Background: an optimization exercise with open tools, aiming at small area, a short achievable clock period and few clock cycles per item. Do not read the settings as production practice.
In this exercise RTL edits were held to simulation tests only and were not proved equivalent to the original.
Power and IR drop assume default switching activity.

**design/flow/run.sh**
```bash
#!/bin/bash
# synth_recipe.tcl (not shown) runs the flow's synth.tcl, then flattens the netlist and writes it again
# the make line also repeats each setting of config.mk as NAME=value (left out here)
make -C /OpenROAD-flow-scripts/flow DESIGN_CONFIG=/design/flow/config.mk WORK_HOME=/design/flow/orfs CLKGATE_MAP_FILE= SYNTH_SCRIPT=/design/flow/synth_recipe.tcl finish
```
**design/flow/constraint.sdc**
```tcl
create_clock -name core_clock -period 8.0 [get_ports {clk_i}]
set_input_delay 1.6000 -clock core_clock [delete_from_list [all_inputs] [get_ports {clk_i}]]
set_output_delay 1.6000 -clock core_clock [all_outputs]
set_load 0.01 [all_outputs]
```
**design/flow/config.mk**
```make
export PLATFORM = sky130hd
export DESIGN_NAME = playfair_byte_cipher_16x16
export DESIGN_NICKNAME = playfair_byte_cipher_16x16
export VERILOG_FILES = /design/flow/design.v
export SDC_FILE = /design/flow/constraint.sdc
export NUM_CORES = 4
export LEC_CHECK = 0
export CAP_MARGIN = 20
export CELL_PAD_IN_SITES_DETAIL_PLACEMENT = 1
export CELL_PAD_IN_SITES_GLOBAL_PLACEMENT = 2
export CORE_MARGIN = 2
export CORE_UTILIZATION = 30
export CTS_CLUSTER_DIAMETER = 100
export CTS_CLUSTER_SIZE = 16
export PLACE_DENSITY = 0.4
export SETUP_SLACK_MARGIN = 5
export SLEW_MARGIN = 20
```
**design/flow/design.v**
```verilog
package pfc_pkg;
  localparam int GridSide  = 16;
  localparam int SideW     = $clog2(GridSide);
  localparam int CellCount = GridSide * GridSide;
  localparam int CellW     = $clog2(CellCount);
  localparam int SymW      = 8;
  localparam int SymCount  = 1 << SymW;
  localparam int OpW       = 2;
  localparam int CfgIdxW   = 1;
  localparam int CfgDataW  = 8;
  localparam int FillLanes = 16;    
  localparam logic [OpW-1:0] OpKey    = 2'd0;
  localparam logic [OpW-1:0] OpFinish = 2'd1;
  localparam logic [OpW-1:0] OpData   = 2'd2;
endpackage
module pfc_ram (
  input  logic         clk_i,
  input  logic         rst_ni,
  input  logic [15:0]  sel_hi_i,     
  input  logic [15:0]  sel_lo_i,     
  input  logic         key_we_i,     
  input  logic         key_new_i,    
  input  logic [7:0]   look_i,       
  output logic         look_used_o,
  input  logic         fill_i,       
  output logic         busy_o,       
  output logic         done_o,       
  output logic [31:0]  grp_o,
  input  logic [7:0]   cell_i,
  output logic [15:0]  hit_o,
  output logic [63:0]  hi_o
);
  localparam int Lanes = pfc_pkg::FillLanes;
  logic [255:0]     used_q;
  logic [255:0]     plane_q [8];      
  logic [8:0]       ptr_q;            
  logic [255:0]     dec;
  logic [255:0]     we;
  logic [255:0]     match;
  logic             rv_q, cv_q, wv_q, done_q;
  logic [3:0]       rblk_q, cblk_q, wblk_q;
  logic [Lanes-1:0] rfree, cfree_q;
  logic [2:0]       rqt [4];          
  logic [2:0]       cqt_q [4];
  logic [3:0]       qpre [4];         
  logic [3:0]       cnt [Lanes];      
  logic [3:0]       cnt_q [Lanes];    
  logic [4:0]       tot, tot_q;
  logic [15:0]      wblk_dec;
  logic [255:0]     wblk_sel;
  logic [3:0]       ptr_hi1;
  logic [7:0]       lane_d [Lanes];
  for (genvar s = 0; s < 256; s++) begin : g_dec
    assign dec[s] = sel_hi_i[s / 16] & sel_lo_i[s % 16];
  end
  assign wblk_dec = 16'(1) << wblk_q;
  for (genvar b = 0; b < 16; b++) begin : g_blk
    assign wblk_sel[b*Lanes +: Lanes] = {Lanes{wblk_dec[b] & wv_q}};
  end
  assign rfree = Lanes'((~used_q >> {rblk_q, 4'd0}));
  for (genvar j = 0; j < 4; j++) begin : g_rq
    assign rqt[j] = 3'(rfree[4*j]) + 3'(rfree[4*j+1]) + 3'(rfree[4*j+2]) + 3'(rfree[4*j+3]);
  end
  assign qpre[0] = '0;
  assign qpre[1] = 4'(cqt_q[0]);
  assign qpre[2] = 4'(cqt_q[0]) + 4'(cqt_q[1]);
  assign qpre[3] = qpre[2] + 4'(cqt_q[2]);
  assign tot     = 5'(qpre[3]) + 5'(cqt_q[3]);
  for (genvar k = 0; k < Lanes; k++) begin : g_cnt
    if (k % 4 == 0) begin : g_q0
      assign cnt[k] = qpre[k/4];
    end else if (k % 4 == 1) begin : g_q1
      assign cnt[k] = qpre[k/4] + 4'(cfree_q[k-1]);
    end else if (k % 4 == 2) begin : g_q2
      assign cnt[k] = qpre[k/4] + 4'(cfree_q[k-1]) + 4'(cfree_q[k-2]);
    end else begin : g_q3
      assign cnt[k] = qpre[k/4] + 4'(cfree_q[k-1]) + 4'(cfree_q[k-2]) + 4'(cfree_q[k-3]);
    end
  end
  always_ff @(posedge clk_i or negedge rst_ni) begin
    if (!rst_ni) begin
      rv_q   <= 1'b0;
      rblk_q <= '0;
      cv_q   <= 1'b0;
      wv_q   <= 1'b0;
      done_q <= 1'b0;
      ptr_q  <= '0;
    end else begin
      if (fill_i) begin
        rv_q   <= 1'b1;
        rblk_q <= '0;
      end else if (rv_q) begin
        rblk_q <= rblk_q + 4'd1;
        if (rblk_q == 4'hf) rv_q <= 1'b0;
      end
      cv_q <= rv_q;
      wv_q <= cv_q;
      if (wv_q) begin
        ptr_q <= ptr_q + 9'(tot_q);
        if (wblk_q == 4'hf) done_q <= 1'b1;
      end else if (key_we_i && key_new_i && !ptr_q[8]) begin
        ptr_q <= ptr_q + 9'd1;
      end
    end
  end
  always_ff @(posedge clk_i) begin
    cfree_q <= rfree;
    for (int j = 0; j < 4; j++) cqt_q[j] <= rqt[j];
    cblk_q  <= rblk_q;
    wblk_q  <= cblk_q;
    tot_q   <= tot;
    for (int k = 0; k < Lanes; k++) cnt_q[k] <= cv_q ? cnt[k] : 4'd0;
  end
  assign busy_o = rv_q || cv_q || wv_q;
  assign done_o = done_q;
  assign ptr_hi1 = ptr_q[7:4] + 4'd1;
  for (genvar i = 0; i < Lanes; i++) begin : g_lane
    logic [4:0] lo;
    assign lo        = {1'b0, ptr_q[3:0]} + {1'b0, cnt_q[i]};
    assign lane_d[i] = {lo[4] ? ptr_hi1 : ptr_q[7:4], lo[3:0]};
  end
  assign we          = ~used_q & (({256{key_we_i && !ptr_q[8]}} & dec) | wblk_sel);
  assign look_used_o = used_q[look_i];
  always_ff @(posedge clk_i or negedge rst_ni) begin
    if (!rst_ni) begin
      used_q <= '0;
    end else begin
      used_q <= used_q | we;
    end
  end
  for (genvar s = 0; s < 256; s++) begin : g_ent
    logic [7:0] cell_q;
    always_ff @(posedge clk_i) begin
      if (we[s]) cell_q <= lane_d[s % Lanes];
    end
    for (genvar b = 0; b < 8; b++) begin : g_bit
      assign plane_q[b][s] = cell_q[b];
    end
    assign match[s] = (cell_q == cell_i);
  end
  logic [7:0]  bank_pos [16];
  logic [3:0]  bank_hi  [16];
  logic [15:0] bank_hit;
  for (genvar k = 0; k < 16; k++) begin : g_bank
    always_comb begin
      bank_pos[k] = '0;
      bank_hi[k]  = '0;
      for (int h = 0; h < 16; h++) begin
        bank_pos[k] = bank_pos[k] | ({plane_q[7][16*h+k], plane_q[6][16*h+k], plane_q[5][16*h+k],
                                      plane_q[4][16*h+k], plane_q[3][16*h+k], plane_q[2][16*h+k],
                                      plane_q[1][16*h+k], plane_q[0][16*h+k]} & {8{sel_hi_i[h]}});
        bank_hi[k]  = bank_hi[k] | (4'(h) & {4{match[16*h+k]}});
      end
    end
    always_comb begin
      bank_hit[k] = 1'b0;
      for (int h = 0; h < 16; h++) bank_hit[k] = bank_hit[k] | match[16*h+k];
    end
    assign hit_o[k]       = bank_hit[k];
    assign hi_o[4*k +: 4] = bank_hi[k];
  end
  for (genvar g = 0; g < 4; g++) begin : g_grp
    always_comb begin
      grp_o[8*g +: 8] = '0;
      for (int k = 4*g; k < 4*g+4; k++) begin
        grp_o[8*g +: 8] = grp_o[8*g +: 8] | (bank_pos[k] & {8{sel_lo_i[k]}});
      end
    end
  end
endmodule
module playfair_byte_cipher_16x16 (
  input  logic                         clk_i,
  input  logic                         rst_ni,
  input  logic                         cfg_we_i,
  input  logic [pfc_pkg::CfgIdxW-1:0]  cfg_idx_i,
  input  logic [pfc_pkg::CfgDataW-1:0] cfg_data_i,
  input  logic                         s_axis_tvalid,
  output logic                         s_axis_tready,
  input  logic [7:0]                   s_axis_tdata,   
  input  logic [pfc_pkg::OpW-1:0]      s_axis_tuser,   
  input  logic                         s_axis_tlast,   
  output logic                         m_axis_tvalid,
  input  logic                         m_axis_tready,
  output logic [7:0]                   m_axis_tdata,   
  output logic                         m_axis_tuser,   
  output logic                         m_axis_tlast    
);
  logic [7:0] marker_q;
  logic       dir_q;
  always_ff @(posedge clk_i or negedge rst_ni) begin
    if (!rst_ni) begin
      marker_q <= '0;
      dir_q    <= 1'b0;
    end else if (cfg_we_i) begin
      if (cfg_idx_i == 1'b0) marker_q <= cfg_data_i;
      else                   dir_q    <= cfg_data_i[0];
    end
  end
  logic       in_v_q, sk_v_q;
  logic [1:0] in_op_q, sk_op_q;
  logic [7:0] in_b_q, sk_b_q;
  logic       in_l_q, sk_l_q;
  logic       in_take;     
  logic       acc;
  assign s_axis_tready = !sk_v_q;
  assign acc = s_axis_tvalid && !sk_v_q;
  always_ff @(posedge clk_i or negedge rst_ni) begin
    if (!rst_ni) begin
      in_v_q <= 1'b0;
      sk_v_q <= 1'b0;
    end else begin
      if (!in_v_q || in_take) begin
        in_v_q <= sk_v_q || acc;
        sk_v_q <= 1'b0;
      end else if (acc) begin
        sk_v_q <= 1'b1;
      end
    end
  end
  always_ff @(posedge clk_i) begin
    if (!in_v_q || in_take) begin
      if (sk_v_q) begin
        in_op_q <= sk_op_q;
        in_b_q  <= sk_b_q;
        in_l_q  <= sk_l_q;
      end else begin
        in_op_q <= s_axis_tuser;
        in_b_q  <= s_axis_tdata;
        in_l_q  <= s_axis_tlast;
      end
    end
    if (!sk_v_q) begin
      sk_op_q <= s_axis_tuser;
      sk_b_q  <= s_axis_tdata;
      sk_l_q  <= s_axis_tlast;
    end
  end
  logic       key_done, fill_busy, fill_start;
  logic [31:0] grp, p1_grp_q;
  logic        p1_v_q, p1_second_q, p1_final_q;
  logic [7:0]  cam_sym;
  logic [15:0] hit, m_hit_q;
  logic [63:0] hi, m_hi_q;
  logic        m_v_q, m_r1_q, m_final_q;
  logic       pipe_en;
  logic       s_v_q, s_key_q, s_new_q, s_second_q, s_final_q;
  logic       look_used;
  logic [15:0] s_hi_q, s_lo_q;    
  logic       p_v_q, p_second_q, p_final_q;
  logic [7:0] p_pos_q;
  logic [7:0] pa_q;
  logic       t_v_q, t_r1_q, t_final_q;
  logic [7:0] t_cell_q, t_cb_q;
  logic       q1_v_q, q1_r1_q, q1_final_q;
  logic [7:0] q1_b_q;
  logic       q2_v_q, q2_r1_q, q2_final_q, q2_keep_q;
  logic [7:0] q2_b_q;
  logic       pend_v_q;    
  logic [7:0] pend_q;
  logic       half_q;      
  logic       issue, iss_second, iss_final, iss_key;
  logic [7:0] iss_sym;
  logic       is_key, is_fin, is_data;
  assign is_key  = (in_op_q == pfc_pkg::OpKey);
  assign is_fin  = (in_op_q == pfc_pkg::OpFinish);
  assign is_data = (in_op_q == pfc_pkg::OpData);
  always_comb begin
    issue      = 1'b0;
    iss_second = 1'b0;
    iss_final  = 1'b0;
    iss_key    = 1'b0;
    iss_sym    = in_b_q;
    in_take    = 1'b0;
    if (in_v_q && pipe_en && !fill_busy) begin
      if (!key_done) begin
        in_take = 1'b1;
        if (is_key) begin
          issue   = 1'b1;
          iss_key = 1'b1;
        end
      end else if (!is_data) begin
        in_take = 1'b1;
      end else begin
        issue = 1'b1;
        if (pend_v_q && pend_q == in_b_q) begin
          iss_sym    = marker_q;       
          iss_second = 1'b1;
        end else if (pend_v_q) begin
          iss_second = 1'b1;           
          iss_final  = in_l_q;
          in_take    = 1'b1;
        end else if (!half_q) begin
          in_take    = !in_l_q;        
        end else begin
          iss_sym    = marker_q;       
          iss_second = 1'b1;
          iss_final  = 1'b1;
          in_take    = 1'b1;
        end
      end
    end
  end
  always_ff @(posedge clk_i or negedge rst_ni) begin
    if (!rst_ni) begin
      pend_v_q   <= 1'b0;
      half_q     <= 1'b0;
    end else begin
      if (issue && !iss_key) begin
        if (iss_second) begin
          pend_v_q <= 1'b0;
        end else if (in_l_q) begin
          half_q <= 1'b1;
        end else begin
          pend_v_q <= 1'b1;
        end
        if (iss_final) half_q <= 1'b0;
      end
    end
  end
  assign fill_start = in_v_q && pipe_en && !fill_busy && !key_done && is_fin;
  always_ff @(posedge clk_i) begin
    if (issue && !iss_key && !iss_second) pend_q <= in_b_q;
  end
  pfc_ram u_tab (
    .clk_i      (clk_i),
    .rst_ni     (rst_ni),
    .sel_hi_i   (s_hi_q),
    .sel_lo_i   (s_lo_q),
    .key_we_i   (s_v_q && s_key_q),
    .key_new_i  (s_new_q),
    .look_i     (in_b_q),
    .look_used_o(look_used),
    .fill_i     (fill_start),
    .busy_o     (fill_busy),
    .done_o     (key_done),
    .grp_o      (grp),
    .cell_i     (t_cell_q),
    .hit_o      (hit),
    .hi_o       (hi)
  );
  logic [3:0] step, ra, ka, rb, kb, nra, nka, nrb, nkb;
  always_comb begin
    step = dir_q ? 4'hf : 4'h1;
    ra   = pa_q[7:4];
    ka   = pa_q[3:0];
    rb   = p_pos_q[7:4];
    kb   = p_pos_q[3:0];
    nra  = ra;
    nka  = ka;
    nrb  = rb;
    nkb  = kb;
    if (ra == rb) begin
      nka = ka + step;
      nkb = kb + step;
    end else if (ka == kb) begin
      nra = ra + step;
      nrb = rb + step;
    end else begin
      nka = kb;
      nkb = ka;
    end
  end
  always_comb begin
    cam_sym = '0;
    for (int h = 0; h < 16; h++) begin
      cam_sym = cam_sym | ({m_hi_q[4*h +: 4], 4'(h)} & {8{m_hit_q[h]}});
    end
  end
  logic       q1_keep;
  logic       emit;
  logic       emit_user, emit_last;
  assign q1_keep = !(dir_q && q1_b_q == marker_q);
  always_comb begin
    emit      = 1'b0;
    emit_user = 1'b1;
    emit_last = 1'b0;
    if (q2_v_q) begin
      if (q2_final_q && q2_r1_q) begin
        if (q2_keep_q) begin
          emit      = 1'b1;
          emit_last = !q1_keep;
        end else if (!q1_keep) begin
          emit      = 1'b1;
          emit_user = 1'b0;
          emit_last = 1'b1;
        end
      end else if (q2_final_q) begin
        emit      = q2_keep_q;
        emit_last = 1'b1;
      end else begin
        emit      = q2_keep_q;
      end
    end
  end
  always_ff @(posedge clk_i or negedge rst_ni) begin
    if (!rst_ni) begin
      s_v_q  <= 1'b0;
      p1_v_q <= 1'b0;
      p_v_q  <= 1'b0;
      t_v_q  <= 1'b0;
      m_v_q  <= 1'b0;
      q1_v_q <= 1'b0;
      q2_v_q <= 1'b0;
    end else if (pipe_en) begin
      s_v_q  <= issue;
      p1_v_q <= s_v_q && !s_key_q;
      p_v_q  <= p1_v_q;
      t_v_q  <= (p_v_q && p_second_q) || (t_v_q && t_r1_q);
      m_v_q  <= t_v_q;
      q1_v_q <= m_v_q;
      q2_v_q <= q1_v_q;
    end
  end
  always_ff @(posedge clk_i) begin
    if (pipe_en) begin
      s_hi_q     <= 16'(1) << iss_sym[7:4];
      s_lo_q     <= 16'(1) << iss_sym[3:0];
      s_key_q    <= iss_key;
      s_new_q    <= !look_used && !(s_v_q && s_key_q && s_hi_q[in_b_q[7:4]] && s_lo_q[in_b_q[3:0]]);
      s_second_q <= iss_second;
      s_final_q  <= iss_final;
      p1_grp_q    <= grp;
      p1_second_q <= s_second_q;
      p1_final_q  <= s_final_q;
      p_pos_q    <= p1_grp_q[7:0] | p1_grp_q[15:8] | p1_grp_q[23:16] | p1_grp_q[31:24];
      p_second_q <= p1_second_q;
      p_final_q  <= p1_final_q;
      if (p_v_q && !p_second_q) pa_q <= p_pos_q;
      if (p_v_q && p_second_q) begin
        t_cell_q  <= {nra, nka};
        t_cb_q    <= {nrb, nkb};
        t_r1_q    <= 1'b1;
        t_final_q <= p_final_q;
      end else begin
        t_cell_q  <= t_cb_q;
        t_r1_q    <= 1'b0;
      end
      m_hit_q    <= hit;
      m_hi_q     <= hi;
      m_r1_q     <= t_r1_q;
      m_final_q  <= t_final_q;
      q1_b_q     <= cam_sym;
      q1_r1_q    <= m_r1_q;
      q1_final_q <= m_final_q;
      q2_b_q     <= q1_b_q;
      q2_r1_q    <= q1_r1_q;
      q2_final_q <= q1_final_q;
      q2_keep_q  <= q1_keep;
    end
  end
  logic       o_v_q, o_u_q, o_l_q, k_v_q, k_u_q, k_l_q;
  logic [7:0] o_b_q, k_b_q;
  assign pipe_en = !k_v_q;
  always_ff @(posedge clk_i or negedge rst_ni) begin
    if (!rst_ni) begin
      o_v_q <= 1'b0;
      k_v_q <= 1'b0;
    end else begin
      if (k_v_q) begin
        if (m_axis_tready) k_v_q <= 1'b0;
      end else if (emit) begin
        if (o_v_q && !m_axis_tready) k_v_q <= 1'b1;
        else                         o_v_q <= 1'b1;
      end else if (m_axis_tready) begin
        o_v_q <= 1'b0;
      end
    end
  end
  always_ff @(posedge clk_i) begin
    if (k_v_q) begin
      if (m_axis_tready) begin
        o_b_q <= k_b_q;
        o_u_q <= k_u_q;
        o_l_q <= k_l_q;
      end
    end else if (emit) begin
      if (o_v_q && !m_axis_tready) begin
        k_b_q <= q2_b_q;
        k_u_q <= emit_user;
        k_l_q <= emit_last;
      end else begin
        o_b_q <= q2_b_q;
        o_u_q <= emit_user;
        o_l_q <= emit_last;
      end
    end
  end
  assign m_axis_tvalid = o_v_q;
  assign m_axis_tdata  = o_b_q;
  assign m_axis_tuser  = o_u_q;
  assign m_axis_tlast  = o_l_q;
endmodule
```
==> summary.md, run 1 <==
| Metric | Value |
|---|---|
| Clock Path Buffers | 4 |
| Buf/Inv on CP | 1 |
| Switch Pwr | 0.0194 W |
| Sequential cell area | 0.0784 mm² |
| Yosys reg bits | approximately 2700 |
| Vias per cell | 5.81 |
| H-tree level count | 4 |
| Wire per inst | around 45 µm |
| RSZ-0062 raised after global routing | yes |
| Clock power frac | around 22% |
| Total grt overflow | 0 |
| Dpl cells | around 15000 |
| Area share of and/or/nand/nor cells after synthesis | between 8 and 9% |
| Mux contribution to synthesized area | roughly 3.4% |
| Synth cell types | 71 |
| Total Power | ~0.049 W |
| DRT Pass-1 Iters | 5 |
| Cts bufs inserted | 197 |
| Die span in y | 662 µm |
| Commonest non-fill, non-tap cell in the layout | edfxtp_1 |
| Setup-failing EPs final | 0 |
| Core area | roughly 0.43 mm² |
| Outcome | complete, no violations |
| WP data required | approximately 6.4 ns |
| All-layer global routing usage | a little under a third |
| IO buf count | 36 |
| CTS Hold Bufs | 0 |
| Reg2reg setup slack | around 4.8 ns |
| Initial antenna violation count | 68 |
| Warnings, synthesis | 11 |
| Sequential power share | 45.4% |
| Clk Latency, worst-skew pair | 1.01 ns |
| Avg Inst Size Synth | approximately 13 µm² |
| Syn_nets | a little under 10000 |
| Die Footprint | about 0.44 mm² |
| Area fraction in compound gates after synthesis | 9.56% |
| Area grow syn2layout | 15.5% |
| Startpoint Class | flop |
| Initial drt markers | between 10000 and 15000 |
| CP Cell Sequence | buf_6 |
| Worst Hold Class | flop to flop |
| Pin count of the biggest net entering global routing | 90 |
| CP top delay family | flip-flops |
| Largest stage delay, worst path | around 0.44 ns |
| CP max FO | 1 |
| Total Routed Length | about 710000 µm |
| Vias in the first global route | just over 90000 |
| Worst slew margin | between 20% and 30% |
| Gate Count Post-Synth | approximately 9700 |
| Area occupied by multi-input gates | 0.0512 mm² |
| Post-Synthesis Cell Area | 0.130 mm² |
| CTS tree | done |
| Fin Setup TNS | 0 ns |
| Skew final | approximately 0.043 ns |
| VDD IR max | approximately 0.22 mV |
| First-pass GRT wire length | 923000 µm |
| Xor and xnor fraction of the mapped netlist area | about 15% |
| Starting Density | approximately 30% |
| Clock Sinks | 2691 |
| Routed Antenna Nets | 0 |
| Ys async rst share | between 10% and 20% |
| Largest family of logic cells by synthesized area | XOR/XNOR gates |
| Layout cells sized above 1 | approximately 14% |
| Kind of critical path | flop to output pin |
| Final slew viol count | 0 |
| Final HPWL DP | 480000 µm |
| Fmax | 0.314 GHz |
| Switching fraction of total power | 39.8% |
| Crit end category | output pin |
| Internal | 0.0294 W |
| Die span in x | 662 µm |
| # IOs | 37 |
| GP Congestion | 0.879 |
| Finished Layout Cells | 15800 |
| Crit share post-route | ~40% |
| Gate power share | between 30% and 40% |
| Via count | ~92000 |
| Ys flop type | edfxtp_1 |
| Layout fillers | 44700 |
| # DRC | 0 |
| Core Rows | between 200 and 250 |
| Period minus WS final | roughly 3.2 ns |
| P_leak | approximately 49 nW |
| Adder-Cell Fraction of Synth Area | 1.53% |
| Clk slew on worst S/H paths | 0.08 ns |
| Number of enable flip-flop cells after synthesis | about 2300 |
| Clk root buf | clkbuf_16 |
| Max cap viols | 0 |
| Worst-Margin Slew | ~1.2 ns |
| Slowest CP cell | edfxtp_1 |
| Post-synthesis sequential area ratio | roughly 60% |
| Hold Vio Cnt, Final | 0 |
| Most frequent cells in the layout | 2296 x edfxtp_1, 1069 x xnor2_1, 1057 x xor2_1, 612 x a22oi_1, 388 x nand4_1 |
| Final #Nets | around 10000 |
| Pwr dens | roughly 330 mW/mm² |
| WP data arrival | ~1.6 ns |
## worst reg2reg max path, cell delays in order, from the launching register on
cell and delay, ns:
edfxtp_1 0.40, buf_4 0.19, buf_16 0.20, buf_12 0.63
xnor2_1 0.22, nand4_1 0.17, nor2_1 0.10, a21oi_1 0.28
o211a_1 0.24, nand4_1 0.34
## worst paths after layout
path | startpoint | endpoint | depth (start not counted)
worst max-delay path | o_u_q$_DFFE_PP_ | m_axis_tuser | 1
worst min-delay path | u_tab.cblk_q[0]$_DFF_P_ | u_tab.wblk_q[0]$_DFF_P_ | 0
worst max register to register | t_cell_q[2]$_DFFE_PN_ | m_hit_q[11]$_DFFE_PN_ | 9
worst min register to register | u_tab.cblk_q[0]$_DFF_P_ | u_tab.wblk_q[0]$_DFF_P_ | 0
max in group asynchronous | rst_ni | u_tab.used_q[155]$_DFF_PN0_ | 3
min in group asynchronous | rst_ni | in_v_q$_DFFE_PN0N_ | 1
## metal layers
layer | share of wire (%) | up-vias | track usage (%)
met4 | 3.0 | 20 | 8.30
met5 | 0.020 | - | 0
met2 | 46 | 3433 | 49.6
met3 | 5.3 | 689 | 3.36
met1 | 46 | 50700 | 44.5
li1 | - | 36900 | -
## cells in the mapped netlist (154+ instances only)
cell	count	area [µm²]
dfrtp_1	295	7380
clkbuf_1	280	1050
a21oi_1	354	1770
nor4_1	267	1670
nand3_1	193	966
xor2_1	1065	9330
nand4_1	388	2430
o21ai_0	154	771
a221oi_1	236	2070
a22oi_1	619	4650
xnor2_1	1124	9840
edfxtp_1	2296	68900
nand2b_1	278	1740
buf_2	201	1010
nor2_1	502	1880
nand2_1	179	672
a22o_1	235	2060
## timing repair
item,in CTS,in global routing
gates resized for setup,557,129
buffers inserted,91,40
cloned,23,13
pin swaps,41,30
setup endpoints to repair,3223,658
## stage by stage
stage / instance area, µm² / util [%] / hold slack [ns] / setup WS, ns
after floorplan: 130000 / - / 0.310 / 3.11
after global placement: 139000 / 32.2 / 0.310 / 3.45
after detailed placement: 139000 / 32.3 / 0.314 / 3.61
after CTS: 149000 / 34.5 / 0.332 / 4.74
after global routing: 150000 / 34.8 / 0.340 / 4.76
final: 150000 / 34.8 / 0.330 / 4.82
## registers in the layout, indices dropped and copies added (netlist names), 12 cells and up
name	count
m_hi_q	64
u_tab.cfree_q	12
m_hit_q	16
p1_grp_q	32
u_tab.cqt_q	12
u_tab.cnt_q	52
u_tab.used_q	256
u_tab.g_ent.cell_q	2048
s_lo_q	16
s_hi_q	16
## power by group through the flow
stage	Combinational, W	Sequential, W	Clock, W
finish	0.0161	0.0222	0.0106
global route	0.0167	0.0222	0.0112
CTS	0.0158	0.0221	0.0108
detailed placement	0.0146	0.0224	0
global placement	0.0145	0.0224	0
floorplan	0.00690	0.0206	0
## kinds of logic (layout without fill, tap and decap cells)
logic type	Yosys count	count (layout)
AOI/OAI and AO/OA	1736	1736
xor gates and xnor gates	2190	2190
buffers and inverters	735	1033
adders and majority gates	137	137
DFF	2691	2691
muxes	236	236
other	0	89
and+or+nand+nor	1972	1972
## layout make-up
cell class                 count  area share, %
antenna                       89          0.148
clock buffer                 304           3.66
clock inverter                27          0.227
inverter                     110          0.284
multi-input combinational   6271           34.1
sequential                  2691           52.2
tap                         5710           4.76
timing repair buffer         592           4.66
Testbench counts, summed over its fixed seeds: cycles 5,629, items 4,096.
==> inputs of run 2 (changes only) <==
--- a/design/flow/config.mk
+++ b/design/flow/config.mk
@@ -13,5 +13,5 @@
 export CTS_CLUSTER_DIAMETER = 100
 export CTS_CLUSTER_SIZE = 16
 export PLACE_DENSITY = 0.4
-export SETUP_SLACK_MARGIN = 5
+export SETUP_SLACK_MARGIN = 4.6
 export SLEW_MARGIN = 20
==> run 2 against run 1 <==
Against the previous run:
- die area unchanged
- first-iteration DRC count decreased by 2.0%
- clock skew increased by 0.016 ns
- combinational power decreased by 6%
- sequential power about the same
- critical endpoint is now m_hit_q[15]$_DFFE_PN_
==> summary.md, run 2 <==
| Metric | Value |
|---|---|
| Kind of critical path | flop to flop |
| Total Power | roughly 0.048 W |
| Worst slew margin | between 10% and 20% |
| Cts bufs inserted | 196 |
| # IOs | 37 |
| Warnings, synthesis | 11 |
| Vias in the first global route | between 90000 and 100k |
| Via count | roughly 91000 |
| Hold WS | 0.335 ns |
| H-tree level count | 4 |
| VDD IR max | between 0.2 and 0.25 mV |
| Final HPWL DP | between 400000 and 500000 µm |
| Reg2reg setup slack | roughly 4.4 ns |
| Crit end category | flop |
| Buf/Inv on CP | 2 |
| Number of enable flip-flop cells after synthesis | ~2300 |
| GP Congestion | between 0.8 and 0.9 |
| Min-delay src | u_tab.cblk_q[3]$_DFF_P_ |
| Clk slew on worst S/H paths | about 0.08 ns |
| Synth top cells by count | 2296 x edfxtp_1, 1124 x xnor2_1, 1065 x xor2_1 |
| Initial drt markers | around 11000 |
| Yosys reg bits | roughly 2700 |
| Clock Sinks | 2691 |
| Initial antenna violation count | 73 |
| Area grow syn2layout | 12.7% |
| Max cap viols | 0 |
| Max reg flops | between 2000 and 2500 |
| Post-Synthesis Cell Area | between 0.1 and 0.15 mm² |
| Layout fillers | about 45000 |
| # DRC | 0 |
| WP data required | 8.61 ns |
| Wire per inst | 44.3 µm |
| Pin count of the biggest net entering global routing | roughly 100 |
| Biggest regs | u_tab.g_ent.cell_q x2048, u_tab.used_q x256, m_hi_q x64 |
| CP top delay family | simple AND/OR/NAND/NOR gates |
| Startpoint Class | flop |
| Core area | roughly 0.43 mm² |
| Worst r2r src | t_cell_q[2]$_DFFE_PN_ |
| Ys async rst share | between 10% and 20% |
| Setup-failing EPs final | 0 |
| RSZ-0062 raised after global routing | yes |
| WP data arrival | ~4.2 ns |
| Worst Hold Class | flop to flop |
| Slowest CP cell | edfxtp_1 |
| Skew final | roughly 0.059 ns |
| Crit share post-route | 44.6% |
| Synth cell types | ~70 |
| P_leak | between 40 and 50 nW |
| Layout cells sized above 1 | a little over a tenth |
| Syn_nets | about 10000 |
| Starting Density | between 30% and 40% |
| Fmax | 0.280 GHz |
| Vias per cell | 5.80 |
| CTS Hold Bufs | 0 |
| Clk Latency, worst-skew pair | 1.00 ns |
| Clock Path Buffers | 4 |
| Total grt overflow | 0 |
| Largest stage delay, worst path | 0.54 ns |
| Worst-Margin Slew | around 1.3 ns |
| Die Footprint | between 0.4 and 0.5 mm² |
| Largest Register | u_tab.g_ent.cell_q |
| Outcome | complete, no violations |
| Commonest non-fill, non-tap cell in the layout | edfxtp_1 |
| Routed Antenna Nets | 0 |
| Most frequent cells in the layout | 2296 x edfxtp_1, 1074 x xnor2_1, 1062 x xor2_1, 619 x a22oi_1, 427 x nor2_1 |
| Die span in x | approximately 660 µm |
| First-pass GRT wire length | between 900000 and 1000000 µm |
| Area contributors post-synth | edfxtp_1 53%, xnor2_1 7.6%, xor2_1 7.2% |
| Total Routed Length | between 600000 and 700000 µm |
| Final #Nets | 9916 |
| Ys flop type | edfxtp_1 |
| Pwr dens | approximately 330 mW/mm² |
| Gate Count Post-Synth | between 9000 and 10000 |
| All-layer global routing usage | 30.8% |
| Yosys top cell by area | edfxtp_1 |
| Most common cell in the netlist | edfxtp_1 |
| Die span in y | 662 µm |
| DRT Pass-1 Iters | 5 |
| Core Rows | roughly 240 |
| Final slew viol count | 0 |
| Post-synthesis sequential area ratio | between 60% and 70% |
| CP startpoint | t_cell_q[2]$_DFFE_PN_ |
| IO buf count | 36 |
| Area fraction of the dominant cell type after synthesis | a little over half |
| CP Cell Sequence | buf_4, buf_16, xor2_1, nor4_2, a22oi_1, nor3b_1, and2_1, nand4_1 |
| Period minus WS final | roughly 3.6 ns |
| CTS tree | done |
| Hold Vio Cnt, Final | 0 |
| Avg Inst Size Synth | roughly 13 µm² |
| Fin Setup TNS | 0 ns |
| Clk root buf | clkbuf_16 |
| CP max FO | 67 |
-- run 2: cell counts after synthesis --
Identical to the previous run, type by type.
-- run 2: routing by layer --
metal,routed length [µm],track usage [%]
met1,324000,45.1
met2,318000,48.9
met3,35100,3.09
met4,19700,7.54
met5,115,0
-- run 2: area by class of cell --
type                    count  area, µm²  area share [%]
flip-flops and latches   2691      78400            53.5
multi-input cells        6271      49600            33.8
well taps                5710       7140            4.87
clock buffers             341       5530            3.77
repair buffers            484       4950            3.38
inverters                 110        419           0.286
clock inverters            23        294           0.201
diodes                    104        260           0.178
-- run 2: cells by family (layout without fill, tap and decap cells) --
family | Yosys count | after routing | share of synthesized area [%]
fa+ha+maj | 137 | 137 | 1.53
compound gates | 1736 | 1736 | 9.56
mux | 236 | 236 | 3.37
other cells | 0 | 104 | 0
buf+inv | 735 | 958 | 2.53
xor+xnor | 2190 | 2190 | 14.8
flops | 2691 | 2691 | 60.2
simple gates | 1972 | 1972 | 8.04
-- run 2: repair_timing --
action,CTS,global route
setup buffers,41,12
resized for setup,95,26
hold endpoints to repair,0,0
pin swaps,7,3
gates cloned,9,1
endpoints found under the setup margin,1813,109
-- run 2: worst paths after layout --
kind                                                     to  cells after the start
worst max-delay path                  m_hit_q[15]$_DFFE_PN_                      8
worst min-delay path                u_tab.wblk_q[3]$_DFF_P_                      0
worst max register to register        m_hit_q[15]$_DFFE_PN_                      8
worst min register to register      u_tab.wblk_q[3]$_DFF_P_                      0
max in group asynchronous       u_tab.used_q[220]$_DFF_PN0_                      3
min in group asynchronous                in_v_q$_DFFE_PN0N_                      1
-- run 2: power breakdown --
group / switching, W / internal [W]
Sequential: 0.00263 / 0.0195
Combinational: 0.0108 / 0.00432
Clock: 0.00565 / 0.00483
-- run 2: worst reg2reg max path: stages (launching register included) --
cell and delay [ns]:
edfxtp_1 0.54, buf_4 0.28, buf_16 0.20, xor2_1 0.95, nor4_2 0.13, a22oi_1 0.27, nor3b_1 0.30, and2_1 0.22
nand4_1 0.34
-- run 2: through the flow --
| stage | area [µm²] | cells | worst slack, ns | util [%] |
|---|---|---|---|---|
| global route | 146000 | 15700 | 4.50 | 34.0 |
| detailed placement | 139000 | 15200 | 3.81 | 32.3 |
| CTS | 146000 | 15600 | 4.60 | 33.9 |
| finish | 147000 | 15700 | 4.43 | 34.0 |
| floorplan | 130000 | 9697 | 3.11 | - |
| global placement | 139000 | 15200 | 3.57 | 32.2 |
==> inputs of run 3 (changes only) <==
--- a/design/flow/config.mk
+++ b/design/flow/config.mk
@@ -10,8 +10,8 @@
 export CELL_PAD_IN_SITES_GLOBAL_PLACEMENT = 2
 export CORE_MARGIN = 2
 export CORE_UTILIZATION = 30
-export CTS_CLUSTER_DIAMETER = 100
-export CTS_CLUSTER_SIZE = 16
+export CTS_CLUSTER_DIAMETER = 130
+export CTS_CLUSTER_SIZE = 22
 export PLACE_DENSITY = 0.4
-export SETUP_SLACK_MARGIN = 4.6
+export SETUP_SLACK_MARGIN = 5
 export SLEW_MARGIN = 20
==> run 3 against run 2 <==
Against the previous run:
- sequential power barely moved
- cell count fell by 0.33%
- wire length rose by 1.5%
- still clean
- highest routed layer unchanged
- die area did not move
- largest cell class unchanged
- combinational power rose by 5%
- clock skew barely moved
==> summary.md, run 3 <==
| Metric | Value |
|---|---|
| CTS tree | done |
| Worst slew margin | 17.3% |
| CTS Hold Bufs | 0 |
| Biggest regs | u_tab.g_ent.cell_q x2048, u_tab.used_q x256, m_hi_q x64 |
| Worst-Margin Slew | between 1 and 1.5 ns |
| Startpoint Class | flop |
| # IOs | 37 |
| Slowest CP cell | edfxtp_1 |
| Final #Nets | between 9000 and 10000 |
| Area grow syn2layout | 14.2% |
| Initial drt markers | 10900 |
| Worst path depth | 9 |
| Most used cell along the critical path | buf_16 |
| Area fraction of the dominant cell type after synthesis | between 50% and 60% |
| Fin Setup TNS | 0 ns |
| H-tree level count | 4 |
| Max cap viols | 0 |
| Core area | around 0.43 mm² |
| Die span in x | approximately 660 µm |
| Crit share post-route | between 30% and 40% |
| Warnings, synthesis | 11 |
| Clk root buf | clkbuf_16 |
| # DRC | 0 |
| Gate Count Post-Synth | around 9700 |
| Most frequent cells in the layout | 2296 x edfxtp_1, 1069 x xnor2_1, 1057 x xor2_1, 613 x a22oi_1, 388 x nand4_1 |
| All-layer global routing usage | 30.8% |
| VDD IR max | around 0.22 mV |
| Synth top cells by count | 2296 x edfxtp_1, 1124 x xnor2_1, 1065 x xor2_1 |
| Setup-failing EPs final | 0 |
| Via count | approximately 91000 |
| Pwr dens | 316 mW/mm² |
| CP max FO | 34 |
| Ys async rst share | 11.0% |
| Ys flop type | edfxtp_1 |
| CP top delay family | simple AND/OR/NAND/NOR gates |
| Worst Hold Class | flop to flop |
| GR Util met3 | between 3 and 4% |
| Clk Latency, worst-skew pair | between 0.9 and 1 ns |
| CP Cell Sequence | buf_4, buf_16, buf_16, xor2_1, nor4_2, a22oi_1, nor3b_1, and2_1, nand4_1 |
| First-pass GRT wire length | between 900000 and 1000000 µm |
| Post-synthesis sequential area ratio | 60.2% |
| Layout cells sized above 1 | between 10% and 20% |
| Synth cell types | 71 |
| RSZ-0062 raised after global routing | yes |
| Busiest layer in global routing | met2 |
| Area contributors post-synth | edfxtp_1 53%, xnor2_1 7.6%, xor2_1 7.2% |
| Period minus WS final | about 3.2 ns |
| Syn_nets | ~10000 |
| Largest Register | u_tab.g_ent.cell_q |
| Kind of critical path | flop to flop |
| Crit end category | flop |
| Max reg flops | between 2000 and 2500 |
| Vias in the first global route | just over 90000 |
| Clock Path Buffers | 4 |
| Routed Antenna Nets | 0 |
| Outcome | complete, no violations |
| Die span in y | roughly 660 µm |
| Layout fillers | around 45000 |
| Met2 Usage GRT | roughly 49% |
| Total grt overflow | 0 |
| Post-Synthesis Cell Area | roughly 0.13 mm² |
| IO buf count | 36 |
| Vias per cell | 5.83 |
| Met1 Use GR | ~44% |
| Clock Sinks | roughly 2700 |
| Clk slew on worst S/H paths | around 0.1 ns |
| P_leak | ~48 nW |
| Final HPWL DP | about 480000 µm |
| Cts bufs inserted | around 150 |
| Die Footprint | approximately 0.44 mm² |
| Yosys top cell by area | edfxtp_1 |
| Largest stage delay, worst path | 0.41 ns |
| Worst Reg-to-Reg Cells | 9 |
| Total Power | around 0.047 W |
| Number of enable flip-flop cells after synthesis | between 2000 and 2500 |
| WP data required | 8.57 ns |
| Core Rows | between 200 and 250 |
| Avg Inst Size Synth | between 10 and 15 µm² |
| Most common cell in the netlist | edfxtp_1 |
| Initial antenna violation count | 73 |
| Yosys reg bits | approximately 2700 |
| DRT Pass-1 Iters | 5 |
| Wire per inst | approximately 45 µm |
| Hold Vio Cnt, Final | 0 |
| Commonest non-fill, non-tap cell in the layout | edfxtp_1 |
| Final slew viol count | 0 |
| WP data arrival | approximately 3.7 ns |
| Buf/Inv on CP | 3 |
| Skew final | about 0.059 ns |
| Fmax | ~0.32 GHz |
| GP Congestion | 0.879 |
| Total Routed Length | between 700000 and 800000 µm |
| Starting Density | 30.2% |
| WHS Path Cells | 0 |
| Pin count of the biggest net entering global routing | 90 |
run 3: cell counts after synthesis:
Identical to the previous run, type by type.
run 3: cell type report:
| class | count | area, µm² | area share (%) |
|---|---|---|---|
| Timing Repair Buffer | 594 | 7010 | 4.72 |
| Clock inverter | 14 | 165 | 0.111 |
| Multi-Input combinational cell | 6272 | 51100 | 34.4 |
| Tap cell | 5710 | 7140 | 4.81 |
| Inverter | 110 | 424 | 0.286 |
| Sequential cell | 2691 | 78400 | 52.8 |
| Clock buffer | 218 | 4130 | 2.78 |
| Antenna cell | 73 | 183 | 0.123 |
run 3: final timing paths:
kind                       slack (ns)                     from                     endpoint
max                              4.84    t_cell_q[1]$_DFFE_PN_        m_hit_q[11]$_DFFE_PN_
min                              0.34  u_tab.cblk_q[0]$_DFF_P_      u_tab.wblk_q[0]$_DFF_P_
max reg2reg                      4.84    t_cell_q[1]$_DFFE_PN_        m_hit_q[11]$_DFFE_PN_
min reg2reg                      0.34  u_tab.cblk_q[0]$_DFF_P_      u_tab.wblk_q[0]$_DFF_P_
max in group asynchronous        5.59                   rst_ni  u_tab.used_q[171]$_DFF_PN0_
min in group asynchronous        0.54                   rst_ni           sk_v_q$_DFFE_PN0P_
run 3: power breakdown:
| group | internal, W | switching, W | total (W) |
|---|---|---|---|
| Clock | 0.00370 | 0.00526 | 0.00896 |
| Sequential | 0.0195 | 0.00266 | 0.0222 |
| Combinational | 0.00481 | 0.0110 | 0.0159 |
| Total | 0.0280 | 0.0190 | 0.0470 |
run 3: worst register-to-register path, cell delays in order, from the launching register on:
cell and delay (ns):
edfxtp_1 0.41, buf_4 0.24, buf_16 0.27, buf_16 0.41, xor2_1 0.32, nor4_2 0.12, a22oi_1 0.30, nor3b_1 0.28
and2_1 0.20, nand4_1 0.28
run 3: stage by stage:
step / cell area, µm² / setup slack, ns / instances / utilization (%) / hold slack [ns]
floorplan: 130000 / 3.11 / 9697 / - / 0.310
detailed placement: 139000 / 3.61 / 15200 / 32.3 / 0.314
global route: 148000 / 4.81 / 15600 / 34.4 / 0.343
CTS: 147000 / 4.78 / 15500 / 34.1 / 0.336
finish: 149000 / 4.84 / 15700 / 34.4 / 0.337
global placement: 139000 / 3.45 / 15200 / 32.2 / 0.310
run 3: cells by family (layout without fill, tap and decap cells):
group	count (synthesis)	count (layout)	synth area share, %
compound gates	1736	1737	9.56
xor+xnor	2190	2190	14.8
fa+ha+maj	137	137	1.53
buf+inv	735	936	2.53
flops	2691	2691	60.2
mux	236	236	3.37
other cells	0	73	0
simple gates	1972	1972	8.04
run 3: what timing repair did:
item                       4_1_cts  5_1_grt
setup endpoints to repair     3245      704
buffers inserted                87       47
pin swaps                       39       29
gates cloned                    19       17
resized for setup              536      141
run 3: routing by layer:
metal	wire [µm]	vias up
li1	-	36700
met1	323000	50600
met2	326000	3505
met3	37000	667
met4	21300	14
met5	92	-
==> inputs of run 4 (changes only) <==
--- a/design/flow/config.mk
+++ b/design/flow/config.mk
@@ -9,9 +9,9 @@
 export CELL_PAD_IN_SITES_DETAIL_PLACEMENT = 1
 export CELL_PAD_IN_SITES_GLOBAL_PLACEMENT = 2
 export CORE_MARGIN = 2
-export CORE_UTILIZATION = 30
-export CTS_CLUSTER_DIAMETER = 130
-export CTS_CLUSTER_SIZE = 22
-export PLACE_DENSITY = 0.4
+export CORE_UTILIZATION = 40
+export CTS_CLUSTER_DIAMETER = 100
+export CTS_CLUSTER_SIZE = 16
+export PLACE_DENSITY = 0.5
 export SETUP_SLACK_MARGIN = 5
 export SLEW_MARGIN = 20
==> run 4 against run 3 <==
Against the previous run:
- first-iteration DRC count is 23% higher
- fmax is 1.3% lower
- still clean on timing, DRC and antenna
- synthesized cell count did not move
- via count grew 2.3%
==> summary.md, run 4 <==
| Metric | Value |
|---|---|
| Fmax | about 0.31 GHz |
| CP top delay family | compound AO/OA/AOI/OAI gates |
| Post-synthesis sequential area ratio | approximately 60% |
| Sequential power share | 46.5% |
| Via count | between 90000 and 100k |
| Die span in y | roughly 570 µm |
| Fin Setup TNS | 0 ns |
| Largest Register | u_tab.g_ent.cell_q |
| Max cap viols | 0 |
| CP Cell Sequence | clkbuf_16, a22o_1, a221oi_1, nand3_1, o21ai_1, nand4_1 |
| Area grow syn2layout | 12.8% |
| Cts bufs inserted | 190 |
| First-pass GRT wire length | 836000 µm |
| Kind of critical path | flop to flop |
| Internal | about 0.029 W |
| Die Footprint | 0.330 mm² |
| Clock Path Buffers | 4 |
| Buf/Inv on CP | 1 |
| Sequential cell area | 0.0784 mm² |
| Wire per inst | between 40 and 50 µm |
| Synth cell types | 71 |
| Vias per cell | 6.54 |
| Startpoint Class | flop |
| Core area | ~0.32 mm² |
| Clk Latency, worst-skew pair | around 0.95 ns |
| Starting Density | roughly 40% |
| Clock power frac | between 20% and 30% |
| Final slew viol count | 0 |
| Worst-Margin Slew | roughly 1.2 ns |
| Final #Nets | between 9000 and 10000 |
| Vias in the first global route | approximately 90000 |
| Hold Vio Cnt, Final | 0 |
| Most frequent cells in the layout | 2296 x edfxtp_1, 1102 x xnor2_1, 1057 x xor2_1, 612 x a22oi_1, 388 x nand4_1 |
| All-layer global routing usage | 36.9% |
| Core Rows | about 210 |
| Die span in x | between 500 and 600 µm |
| Biggest regs | u_tab.g_ent.cell_q x2048, u_tab.used_q x256, m_hi_q x64 |
| Ys flop type | edfxtp_1 |
| Area fraction of the dominant cell type after synthesis | 53.0% |
| VDD IR max | around 0.24 mV |
| Initial drt markers | roughly 13000 |
| Warnings, synthesis | 11 |
| Max reg flops | around 2000 |
| Setup-failing EPs final | 0 |
| Met2 Usage GRT | between 50% and 60% |
| Area occupied by multi-input gates | 0.0503 mm² |
| Worst Reg-to-Reg Cells | 6 |
| Yosys top cell by area | edfxtp_1 |
| Outcome | complete, no violations |
| WP data required | 8.52 ns |
| Layout cells sized above 1 | a little over an eighth |
| Crit end category | flop |
| # DRC | 0 |
| DRT Pass-1 Iters | 6 |
| Largest stage delay, worst path | between 0.5 and 0.6 ns |
| Gate power share | approximately 32% |
| RSZ-0062 raised after global routing | yes |
| Area contributors post-synth | edfxtp_1 53%, xnor2_1 7.6%, xor2_1 7.2% |
| Fin util | 45.3% |
| Crit share post-route | between 40% and 50% |
| H-tree level count | 4 |
| GP Congestion | about 0.94 |
| Busiest layer in global routing | met2 |
| P_leak | ~49 nW |
| Skew final | ~0.043 ns |
| Worst path depth | 6 |
| Pwr dens | about 320 mW/mm² |
| CP max FO | 29 |
| Total Routed Length | 634000 µm |
| Switching fraction of total power | 38.8% |
| Clk root buf | clkbuf_16 |
| WP data arrival | 3.73 ns |
| Most common cell in the netlist | edfxtp_1 |
| Yosys reg bits | 2691 |
| CTS tree | done |
| Clock Sinks | 2691 |
| Syn_nets | a little under 10000 |
| WHS Path Cells | 0 |
| Final HPWL DP | about 420000 µm |
| Number of enable flip-flop cells after synthesis | roughly 2300 |
| Worst slew margin | 17.1% |
| # IOs | 37 |
| Commonest non-fill, non-tap cell in the layout | edfxtp_1 |
| Layout fillers | approximately 32000 |
| Period minus WS final | between 3 and 4 ns |
| Avg Inst Size Synth | around 13 µm² |
| Ys async rst share | between 10% and 20% |
| Switch Pwr | around 0.018 W |
| Post-Synthesis Cell Area | roughly 0.13 mm² |
| Pin count of the biggest net entering global routing | 113 |
| Total grt overflow | 0 |
| Slowest CP cell | a221oi_1 |
| GR Util met3 | between 5 and 6% |
| IO buf count | 36 |
| Clk slew on worst S/H paths | approximately 0.08 ns |
| Routed Antenna Nets | 0 |
| Gate Count Post-Synth | slightly below 10000 |
| Initial antenna violation count | 56 |
| Met1 Use GR | 53.3% |
| Synth top cells by count | 2296 x edfxtp_1, 1124 x xnor2_1, 1065 x xor2_1 |
| Worst Hold Class | flop to flop |
[run 4: changes by cell type in the layout (fill, tap and decap cells not counted), moves of 19 or more]
| cell | change |
|---|---|
| clkbuf_16 | +46 |
| xnor2_2 | -20 |
| nor2_4 | -61 |
| buf_12 | -19 |
| diode_2 | -44 |
| buf_4 | -36 |
| xnor2_1 | +33 |
| nor2_2 | +44 |
| clkbuf_1 | +51 |
[run 4: power groups by stage]
| stage | Combinational [W] | Clock (W) | Sequential (W) |
|---|---|---|---|
| 6_report | 0.0153 | 0.00992 | 0.0219 |
| 5_1_grt | 0.0157 | 0.0104 | 0.0219 |
| 4_1_cts | 0.0146 | 0.00999 | 0.0217 |
| 3_5_place_dp | 0.0137 | 0 | 0.0222 |
| 3_3_place_gp | 0.0135 | 0 | 0.0221 |
| 2_1_floorplan | 0.00690 | 0 | 0.0206 |
[run 4: worst paths after layout]
path                                          from                    endpoint  slack [ns]
min                        u_tab.cblk_q[0]$_DFF_P_     u_tab.wblk_q[0]$_DFF_P_        0.33
min reg2reg                u_tab.cblk_q[0]$_DFF_P_     u_tab.wblk_q[0]$_DFF_P_        0.33
max in group asynchronous                   rst_ni  u_tab.used_q[11]$_DFF_PN0_        5.48
max reg2reg                s_hi_q[2]$_SDFFCE_PP0N_       p1_grp_q[0]$_DFFE_PN_        4.80
min in group asynchronous                   rst_ni           o_v_q$_DFFE_PN0P_        0.70
max                        s_hi_q[2]$_SDFFCE_PP0N_       p1_grp_q[0]$_DFFE_PN_        4.80
[run 4: metal layers]
metal  wire, µm  part of all wire (%)
met3      52100                   8.2
met4      26600                   4.2
met2     283000                    45
met1     272000                    43
met5        149                 0.024
[run 4: layout make-up]
type / count / area share (%)
Antenna cell: 29 / 0.0494
Clock buffer: 310 / 3.67
Clock inverter: 5 / 0.0486
Inverter: 110 / 0.289
Multi-Input combinational cell: 6271 / 34.3
Sequential cell: 2691 / 53.4
Tap cell: 4325 / 3.69
Timing Repair Buffer: 556 / 4.56
Timing Repair inverter: 1 / 0.00341
[run 4: what timing repair did]
action | in CTS | in global routing
pin swaps | 32 | 19
gates cloned | 23 | 19
hold buffers | 0 | 0
gates resized for setup | 480 | 165
setup endpoints to repair | 3713 | 662
hold endpoints to repair | 0 | 0
buffers inserted | 87 | 38
[run 4: cell families after synthesis]
group | count (synthesis) | synth area share (%)
AO/OA/AOI/OAI | 1736 | 9.56
flip-flops | 2691 | 60.2
buffers and inverters | 735 | 2.53
AND/OR/NAND/NOR | 1972 | 8.04
adder cells (fa/ha/maj) | 137 | 1.53
XOR/XNOR | 2190 | 14.8
multiplexers | 236 | 3.37
[run 4: through the flow]
stage	instances	instance area [µm²]	power [W]	setup WS (ns)	hold WS, ns
4_1_cts	14200	145000	0.0463	4.75	0.330
3_3_place_gp	13800	137000	0.0356	3.45	0.312
5_1_grt	14300	147000	0.0480	4.78	0.333
2_1_floorplan	9697	130000	0.0275	3.11	0.310
3_5_place_dp	13800	137000	0.0359	3.22	0.313
6_report	14300	147000	0.0471	4.80	0.331
[run 4: worst register-to-register path, delay by kind of cell, from the launching register on]
kind / cells / cell delay, ns
AO/OA/AOI/OAI: 3 / 1.26
AND/OR/NAND/NOR: 2 / 0.74
flip-flops: 1 / 0.48
buffers and inverters: 1 / 0.31
==> inputs of run 5 (changes only) <==
--- a/design/flow/config.mk
+++ b/design/flow/config.mk
@@ -10,8 +10,8 @@
 export CELL_PAD_IN_SITES_GLOBAL_PLACEMENT = 2
 export CORE_MARGIN = 2
 export CORE_UTILIZATION = 40
-export CTS_CLUSTER_DIAMETER = 100
-export CTS_CLUSTER_SIZE = 16
+export CTS_CLUSTER_DIAMETER = 120
+export CTS_CLUSTER_SIZE = 20
 export PLACE_DENSITY = 0.5
 export SETUP_SLACK_MARGIN = 5
 export SLEW_MARGIN = 20
==> run 5 against run 4 <==
Against the previous run:
- setup slack gained 0.029 ns
- synthesized area is the same
- fmax grew 0.93%
- worst hold slack gained 0.0051 ns
- cell count is essentially flat
- count of clock-buffer cells in the layout shrank 55
- via count shrank 0.35%
- clock power shrank 11%
- clock skew shrank 0.0017 ns
- combinational power is essentially flat
==> summary.md, run 5 <==
| Metric | Value |
|---|---|
| Outcome | complete, no violations |
| Initial drt markers | 13200 |
| Via count | slightly above 90000 |
| P_leak | between 40 and 50 nW |
| Startpoint Class | flop |
| Die span in x | 574 µm |
| Total Routed Length | 635000 µm |
| Period minus WS final | approximately 3.2 ns |
| Ys async rst share | 11.0% |
| Hold Vio Cnt, Final | 0 |
| Clk slew on worst S/H paths | ~0.090 ns |
| Largest Register | u_tab.g_ent.cell_q |
| Vias per cell | 6.52 |
| Yosys reg bits | ~2700 |
| Final #Nets | approximately 10000 |
| CP startpoint | sk_v_q$_DFFE_PN0P_ |
| First-pass GRT wire length | about 830000 µm |
| Routed Antenna Nets | 0 |
| Layout cells sized above 1 | between 10% and 20% |
| Worst r2r src | s_hi_q[2]$_SDFFCE_PP0N_ |
| Number of enable flip-flop cells after synthesis | roughly 2300 |
| VDD IR max | about 0.24 mV |
| CTS tree | done |
| Setup-failing EPs final | 0 |
| Post-Synthesis Cell Area | between 0.1 and 0.15 mm² |
| CP top delay family | flip-flops |
| Core area | approximately 0.32 mm² |
| Syn_nets | roughly 9900 |
| Synth top cells by count | 2296 x edfxtp_1, 1124 x xnor2_1, 1065 x xor2_1 |
| Max cap viols | 0 |
| Skew final | about 0.042 ns |
| Pwr dens | 315 mW/mm² |
| Slowest CP cell | dfrtp_1 |
| All-layer global routing usage | roughly 37% |
| Most frequent cells in the layout | 2296 x edfxtp_1, 1101 x xnor2_1, 1058 x xor2_1, 609 x a22oi_1, 388 x nand4_1 |
| Buf/Inv on CP | 3 |
| Area contributors post-synth | edfxtp_1 53%, xnor2_1 7.6%, xor2_1 7.2% |
| Worst-Margin Slew | roughly 1.3 ns |
| Final HPWL DP | about 420000 µm |
| Clock Sinks | approximately 2700 |
| Cts bufs inserted | 157 |
| Area fraction of the dominant cell type after synthesis | a little over half |
| # IOs | 37 |
| Worst Reg-to-Reg Cells | 6 |
| Biggest regs | u_tab.g_ent.cell_q x2048, u_tab.used_q x256, m_hi_q x64 |
| Min-delay src | u_tab.cblk_q[2]$_DFF_P_ |
| WHS Path Cells | 0 |
| GP Congestion | ~0.94 |
| Pin count of the biggest net entering global routing | 113 |
| Most common cell in the netlist | edfxtp_1 |
| Core Rows | around 210 |
| WP data required | between 6 and 7 ns |
| CTS Hold Bufs | 0 |
| Max reg flops | roughly 2000 |
| Largest stage delay, worst path | 0.40 ns |
| H-tree level count | 4 |
| IO buf count | 36 |
| Avg Inst Size Synth | around 13 µm² |
| Worst slew margin | between 10% and 20% |
| Clk Latency, worst-skew pair | a little over 0.9 ns |
| Clock Path Buffers | 4 |
| Yosys top cell by area | edfxtp_1 |
| Die Footprint | approximately 0.33 mm² |
| Warnings, synthesis | 11 |
| Worst Hold Class | flop to flop |
| Commonest non-fill, non-tap cell in the layout | edfxtp_1 |
| Initial antenna violation count | just over 50 |
| Worst hold endpoint | u_tab.wblk_q[2]$_DFF_P_ |
| Gate Count Post-Synth | between 9000 and 10000 |
| RR Endpoint | p1_grp_q[16]$_DFFE_PN_ |
| Area grow syn2layout | 12.3% |
| DRT Pass-1 Iters | 5 |
| Starting Density | 40.1% |
| Crit end category | output pin |
| Total grt overflow | 0 |
| Ys flop type | edfxtp_1 |
| Vias in the first global route | about 91000 |
| WP data arrival | around 1.6 ns |
| Final slew viol count | 0 |
| CP Cell Sequence | buf_8, inv_2, buf_6 |
| Synth cell types | approximately 70 |
| Clk root buf | clkbuf_16 |
| # DRC | 0 |
| Fin Setup TNS | 0 ns |
| Wire per inst | approximately 44 µm |
| Crit share post-route | approximately 40% |
| RSZ-0062 raised after global routing | yes |
| Fin util | between 40% and 50% |
| Reg2reg setup slack | around 4.9 ns |
| Fmax | approximately 0.32 GHz |
| Die span in y | approximately 570 µm |
| Post-synthesis sequential area ratio | about 60% |
| CP max FO | 2 |
| Kind of critical path | flop to output pin |
## run 5: layout make-up
cell class	count	area, µm²
multi-input combinational	6271	50400
timing repair buffer	576	6900
inverter	110	424
timing repair inverter	1	5.00
fill	32300	178000
clock inverter	8	76.3
tap	4325	5410
antenna	56	140
sequential	2691	78400
clock buffer	255	4360
## run 5: per-layer routing
metal / part of all wire, % / track usage, %
met1: 43 / 53.4
met2: 45 / 56.3
met3: 8.2 / 5.19
met4: 4.3 / 13.3
met5: 0.024 / 0
## run 5: report_power, final
group | internal [W] | leakage [nW] | switching (W)
combinational | 0.00468 | 20.8 | 0.0106
sequential | 0.0195 | 25.3 | 0.00241
clock | 0.00378 | 2.12 | 0.00507
## run 5: worst register-to-register path: stages, from the launching register on
cell	delay [ns]
edfxtp_1	0.52
clkbuf_16	0.28
a22o_1	0.54
a221oi_2	0.31
nand3_1	0.22
o21ai_2	0.27
nand4_1	0.52
## run 5: repair_timing
action | in CTS | in global routing
gates resized for setup | 498 | 163
setup endpoints to repair | 3718 | 773
cloned | 24 | 21
pin swaps | 35 | 25
buffers inserted | 90 | 52
endpoints found under the hold margin | 0 | 0
## run 5: worst max-delay path by stage
| stage | end | slack, ns | depth (start not counted) |
|---|---|---|---|
| global route | s_axis_tready | 4.77 | 3 |
| CTS | s_axis_tready | 4.77 | 3 |
| detailed placement | s_lo_q[4]$_SDFFCE_PP0N_ | 3.22 | 6 |
| finish | s_axis_tready | 4.83 | 3 |
| global placement | s_hi_q[14]$_SDFFCE_PN0N_ | 3.45 | 6 |
| floorplan | s_lo_q[1]$_SDFFCE_PP0N_ | 3.11 | 9 |
## run 5: kinds of logic (layout without fill, tap and decap cells)
| family | Yosys count | after routing | share of synthesized area [%] |
|---|---|---|---|
| DFF | 2691 | 2691 | 60.2 |
| xor gates and xnor gates | 2190 | 2190 | 14.8 |
| and+or+nand+nor | 1972 | 1972 | 8.04 |
| AOI/OAI and AO/OA | 1736 | 1736 | 9.56 |
| buffers and inverters | 735 | 950 | 2.53 |
| muxes | 236 | 236 | 3.37 |
| adders and majority gates | 137 | 137 | 1.53 |
| other | 0 | 56 | 0 |
## run 5: through the flow
step                setup WS, ns  std cells  power [W]  hold slack, ns  cell area, µm²
global placement            3.45      13800     0.0356           0.312          137000
CTS                         4.77      14200     0.0453           0.335          144000
detailed placement          3.22      13800     0.0359           0.313          137000
floorplan                   3.11       9697     0.0275           0.310          130000
finish                      4.83      14300     0.0460           0.336          146000
global route                4.77      14300     0.0470           0.338          146000

[what the ideal ports hide]
Ports are ideal in the flow. The routed layouts listed here were re-timed in OpenROAD. Step 1: set_driving_cell puts a clkbuf_16 on clk_i and a buf_2 on each other input, an assumption about the parent block. Step 2, shift: input delay + t, output delay - t, t = (earliest + latest rising clock arrival at the registers) / 2. This alone moves slack from input paths to output paths. a / b / c = no drivers / after step 1 / after step 2; a / b = the first two.
run | t, ns | setup WS [ns] | worst setup path at the end | slew at the worst register clock pin (ns) | worst data-port slew with drivers (ns)
run 1 | 1.116 | 4.815 / 4.683 / 4.567 | input, reset recovery | 0.09 / 0.09 | 0.11
run 2 | 1.079 | 4.428 / 4.428 / 4.428 | register to register | 0.09 / 0.09 | 0.13
run 3 | 1.058 | 4.839 / 4.766 / 4.606 | input, reset recovery | 0.11 / 0.11 | 0.11
run 4 | 1.055 | 4.797 / 4.675 / 4.501 | input, reset recovery | 0.09 / 0.09 | 0.11
run 5 | 1.002 | 4.826 / 4.719 / 4.480 | input, reset recovery | 0.10 / 0.10 | 0.11
After both steps every run listed still meets setup and hold. For run 5, which loses most, drivers alone change the setup slack by -0.107 ns; drivers and shift together by -0.346 ns. The worst setup slack also covers recovery checks on asynchronous resets.
